From an optimization exercise on the open Yosys and OpenROAD flow, aimed at small area; shortcuts taken in it are not production practice.
Where RTL was checked, it was by simulation tests only, not by an equivalence proof against the original.

==> flow/design.v <==
package ex_pkg;
    localparam int XLEN   = 32;
    localparam int REG_AW = 5;
endpackage
import ex_pkg::*;
module ex_top
(
    input  logic              clk,
    input  logic              rst_n_i,
    input  logic              in_valid_i,
    output logic              in_ready_o,
    input  logic [XLEN-1:0]   inst_i,
    input  logic [XLEN-1:0]   inst_addr_i,
    input  logic [XLEN-1:0]   op1_i,
    input  logic [XLEN-1:0]   op2_i,
    output logic              res_valid_o,
    input  logic              res_ready_i,
    output logic [XLEN-1:0]   res_data_o,
    output logic [REG_AW-1:0] res_rd_o,
    output logic              res_wb_en_o,
    output logic              jump_en_o,
    output logic [XLEN-1:0]   jump_addr_o
);
    localparam int W = XLEN + REG_AW + 2;  
    logic [6:0]      opcode;
    logic [2:0]      f3;
    logic            is_alu;
    logic            is_br;
    logic            sub;
    logic [XLEN-1:0] bx;
    logic            cout;
    logic            lt_u;
    logic            lt_s;
    logic            eq;
    logic            cond;
    logic            take;
    logic [XLEN-1:0] sh_out;
    logic            fill;
    logic [XLEN-1:0] target;
    logic [XLEN-1:0] val;
    logic [W-1:0]    ent_nxt;
    assign opcode = inst_i[6:0];
    assign f3     = inst_i[14:12];
    assign is_alu = (opcode == 7'h33) || (opcode == 7'h13);
    assign is_br  = (opcode == 7'h63);
    assign sub = inst_i[6] || (!f3[2] && f3[1]) ||
                 (f3 == 3'd0 && inst_i[5] && inst_i[30]);
    assign bx  = op2_i ^ {XLEN{sub}};
    logic [XLEN-1:0] p, g;
    assign p = op1_i ^ bx;
    assign g = op1_i & bx;
    localparam int NL = 9;
    logic [XLEN-1:0] gl [NL+1];
    logic [XLEN-1:0] pl [NL+1];
    assign gl[0] = {g[XLEN-1:1], g[0] | (p[0] & sub)};
    assign pl[0] = p;
    for (genvar l = 0; l < NL; l++) begin : g_pfx
        localparam int D  = (l < 5) ? (1 << l) : (1 << (8 - l));
        localparam bit UP = (l < 5);
        for (genvar i = 0; i < XLEN; i++) begin : g_bit
            if (UP ? ((i % (2 * D)) == 2 * D - 1) : (i >= 3 * D - 1 && (i % (2 * D)) == D - 1)) begin : g_node
                assign gl[l+1][i] = gl[l][i] | (pl[l][i] & gl[l][i-D]);
                assign pl[l+1][i] = pl[l][i] & pl[l][i-D];
            end else begin : g_pass
                assign gl[l+1][i] = gl[l][i];
                assign pl[l+1][i] = pl[l][i];
            end
        end
    end
    assign cout = gl[NL][XLEN-1];
    assign lt_u = !cout;
    assign lt_s = lt_u ^ op1_i[XLEN-1] ^ op2_i[XLEN-1];
    assign eq   = &p;  
    assign cond = f3[2] ? (f3[1] ? lt_u : lt_s) : eq;
    assign take = is_br && (f3[2] || !f3[1]) && (cond ^ f3[0]);
    assign fill = f3[2] && inst_i[30] && op1_i[XLEN-1];
    always_comb begin
        logic [XLEN-1:0] x;
        for (int i = 0; i < XLEN; i++) x[i] = f3[2] ? op1_i[i] : op1_i[XLEN-1-i];
        for (int k = 0; k < 5; k++) begin
            for (int i = 0; i < XLEN; i++) begin
                if (op2_i[k]) x[i] = (i + (1 << k) < XLEN) ? x[i + (1 << k)] : fill;
            end
        end
        sh_out = x;
    end
    logic [11:0] ta, tb, tp;
    logic [11:0] tgl [8];
    logic [11:0] tpl [8];
    logic        ts, ten;
    logic [XLEN-14:0] tt;
    assign ta = inst_addr_i[12:1];
    assign tb = {inst_i[31], inst_i[7], inst_i[30:25], inst_i[11:8]};
    assign tp = ta ^ tb;
    assign tgl[0] = ta & tb;
    assign tpl[0] = tp;
    for (genvar l = 0; l < 7; l++) begin : g_tpfx
        localparam int D  = (l < 4) ? (1 << l) : (1 << (6 - l));
        localparam bit UP = (l < 4);
        for (genvar i = 0; i < 12; i++) begin : g_bit
            if (UP ? ((i % (2 * D)) == 2 * D - 1) : (i >= 3 * D - 1 && (i % (2 * D)) == D - 1)) begin : g_node
                assign tgl[l+1][i] = tgl[l][i] | (tpl[l][i] & tgl[l][i-D]);
                assign tpl[l+1][i] = tpl[l][i] & tpl[l][i-D];
            end else begin : g_pass
                assign tgl[l+1][i] = tgl[l][i];
                assign tpl[l+1][i] = tpl[l][i];
            end
        end
    end
    assign ts  = inst_i[31];
    assign ten = ts ^ tgl[7][11];
    assign tt  = inst_addr_i[XLEN-1:13] ^ {(XLEN-13){ts}};
    logic [XLEN-13:0] tc;
    assign tc[0] = 1'b1;
    for (genvar k = 0; k < XLEN - 13; k++) begin : g_tc
        assign tc[k+1] = tc[k] & tt[k];
    end
    assign target = {inst_addr_i[XLEN-1:13] ^ ({(XLEN-13){ten}} & tc[XLEN-14:0]),
                     tp ^ {tgl[7][10:0], 1'b0}, inst_addr_i[0]};
    logic [XLEN-1:0] lu;
    logic [XLEN-1:0] sll;
    logic            m_p, m_c, m_g, m_l, m_r, m_t, slt;
    assign m_p = !is_br && !f3[0] && (!f3[1] || f3[2]);
    assign m_c = !is_br && !f3[2] && !f3[1] && !f3[0];
    assign m_g = !is_br && f3[2] && f3[1];
    assign m_l = !is_br && !f3[2] && !f3[1] && f3[0];
    assign m_r = !is_br && f3[2] && !f3[1] && f3[0];
    assign m_t = is_br;
    assign slt = !is_br && !f3[2] && f3[1] && (f3[0] ? lt_u : lt_s);
    assign lu  = (p & {XLEN{m_p}}) ^ ({gl[NL][XLEN-2:0], sub} & {XLEN{m_c}}) ^ (g & {XLEN{m_g}});
    always_comb for (int i = 0; i < XLEN; i++) sll[i] = sh_out[XLEN-1-i];
    assign val = lu | (sll & {XLEN{m_l}}) | (sh_out & {XLEN{m_r}}) | (target & {XLEN{m_t}}) |
                 {{(XLEN-1){1'b0}}, slt};
    assign ent_nxt = {~val, (is_alu ? inst_i[11:7] : 5'd0), !is_alu, !take};
    logic d_v, q0_v, q1_v;
    logic wr_en, q_ready, rd_en;
    assign in_ready_o = !d_v || !q1_v;
    assign wr_en      = d_v && !q1_v;
    assign q_ready    = !res_valid_o || res_ready_i;
    assign rd_en      = q0_v && q_ready;
    always_ff @(posedge clk or negedge rst_n_i) begin
        if (!rst_n_i) begin
            d_v         <= 1'b0;
            q0_v        <= 1'b0;
            q1_v        <= 1'b0;
            res_valid_o <= 1'b0;
        end else begin
            if (in_ready_o) d_v <= in_valid_i;
            if (q_ready) res_valid_o <= q0_v;
            q0_v <= wr_en || (q0_v && !rd_en) || q1_v;
            q1_v <= q1_v ? !rd_en : (wr_en && q0_v && !rd_en);
        end
    end
    logic [W-1:0] d_q, q0_q, q1_q, r_q;
    always_ff @(posedge clk) begin
        if (in_ready_o) d_q <= ent_nxt;
        if (!q1_v) q1_q <= d_q;
        if (!q0_v || rd_en) q0_q <= q1_v ? q1_q : d_q;
        if (q_ready) r_q <= q0_q;
    end
    assign res_data_o  = ~(r_q[W-1 -: XLEN] | {XLEN{r_q[1]}});
    assign jump_addr_o = ~(r_q[W-1 -: XLEN] | {XLEN{r_q[0]}});
    assign res_rd_o    = r_q[6:2];
    assign res_wb_en_o = !r_q[1];
    assign jump_en_o   = !r_q[0];
endmodule
Settings: LEC_CHECK=0, ABC_AREA=1, CAP_MARGIN=0, CORE_MARGIN=2, CORE_UTILIZATION=65, CTS_BUF_LIST=sky130_fd_sc_hd__clkbuf_4, SLEW_MARGIN=0; clock period 5.5 ns.
standard.sh (not shown) runs the stock make flow with config.mk's settings and CLKGATE_MAP_FILE= SYNTH_SCRIPT=/design/flow/synth_recipe.tcl, a recipe that flattens the netlist after the stock synthesis.
==> flow/flow/run.sh <==
#!/bin/bash
# Standard layout with two changes: the smallest buffer on every input and
# output port, and no dummy load cells added by clock tree synthesis.
set -euo pipefail
export BUFFER_PORTS_ARGS="-buffer_cell sky130_fd_sc_hd__buf_1"
export CTS_ARGS="-sink_clustering_enable -repair_clock_nets -buf_list sky130_fd_sc_hd__clkbuf_4 -dont_use_dummy_load"
bash standard.sh > standard.log 2>&1
Then changed:
--- a/flow/design.v
+++ b/flow/design.v
@@ -19,11 +19,11 @@
     output logic [REG_AW-1:0] res_rd_o,
     output logic              res_wb_en_o,
     output logic              jump_en_o,
     output logic [XLEN-1:0]   jump_addr_o
 );
-    localparam int W = XLEN + REG_AW + 2;  
+    localparam int W = XLEN + REG_AW + 1;  
     logic [6:0]      opcode;
     logic [2:0]      f3;
     logic            is_alu;
     logic            is_br;
     logic            sub;
@@ -129,11 +129,11 @@
     assign slt = !is_br && !f3[2] && f3[1] && (f3[0] ? lt_u : lt_s);
     assign lu  = (p & {XLEN{m_p}}) ^ ({gl[NL][XLEN-2:0], sub} & {XLEN{m_c}}) ^ (g & {XLEN{m_g}});
     always_comb for (int i = 0; i < XLEN; i++) sll[i] = sh_out[XLEN-1-i];
     assign val = lu | (sll & {XLEN{m_l}}) | (sh_out & {XLEN{m_r}}) | (target & {XLEN{m_t}}) |
                  {{(XLEN-1){1'b0}}, slt};
-    assign ent_nxt = {~val, (is_alu ? inst_i[11:7] : 5'd0), !is_alu, !take};
+    assign ent_nxt = {~val, (is_alu ? inst_i[11:7] : {4'd0, take}), !is_alu};
     logic d_v, q0_v, q1_v;
     logic wr_en, q_ready, rd_en;
     assign in_ready_o = !d_v || !q1_v;
     assign wr_en      = d_v && !q1_v;
     assign q_ready    = !res_valid_o || res_ready_i;
@@ -156,11 +156,11 @@
         if (in_ready_o) d_q <= ent_nxt;
         if (!q1_v) q1_q <= d_q;
         if (!q0_v || rd_en) q0_q <= q1_v ? q1_q : d_q;
         if (q_ready) r_q <= q0_q;
     end
-    assign res_data_o  = ~(r_q[W-1 -: XLEN] | {XLEN{r_q[1]}});
-    assign jump_addr_o = ~(r_q[W-1 -: XLEN] | {XLEN{r_q[0]}});
-    assign res_rd_o    = r_q[6:2];
-    assign res_wb_en_o = !r_q[1];
-    assign jump_en_o   = !r_q[0];
+    assign res_wb_en_o = !r_q[0];
+    assign jump_en_o   = r_q[0] && r_q[1];
+    assign res_rd_o    = r_q[5:1] & {REG_AW{!r_q[0]}};
+    assign res_data_o  = ~(r_q[W-1 -: XLEN] | {XLEN{r_q[0]}});
+    assign jump_addr_o = ~(r_q[W-1 -: XLEN] | {XLEN{!jump_en_o}});
 endmodule
Outcome: The new run went through all stages and came out clean. Area after synthesis hardly moves. Non-clock buffer count does not change. Register-to-register slack improved by 0.04 ns. Via count climbs by about 0.4%. Cell area increases by 0.39%. Count of clock-buffer cells in the layout stays the same.
The RTL of the second run of this note was laid out without a check of its function.

-- static timing again, ports no longer ideal --
No port has a modelled driver above. Below, the same layouts with a new extraction and two added sets of constraints. Step 1, drivers: a clkbuf_16 drives clk and a buf_2 each remaining input, both assumed. Step 2, shift: input delay + t, output delay - t, t = (earliest + latest rising clock arrival at the registers) / 2. This alone moves slack from input paths to output paths. a / b / c = ideal / step 1 / step 2; a / b = the first two.
run	t (ns)	setup slack, ns	worst setup path after step 2	latest minus earliest clock arrival (ns)
the first run	0.526	1.339 / 1.339 / 0.812	input to register	0.025 / 0.025
the second run	0.534	1.251 / 1.261 / 0.727	input to register	0.035 / 0.036
After both steps every run listed still meets setup and hold. The setup slack of the first run, which loses most, moves by 0.000 ns with the drivers and by -0.527 ns with both steps.
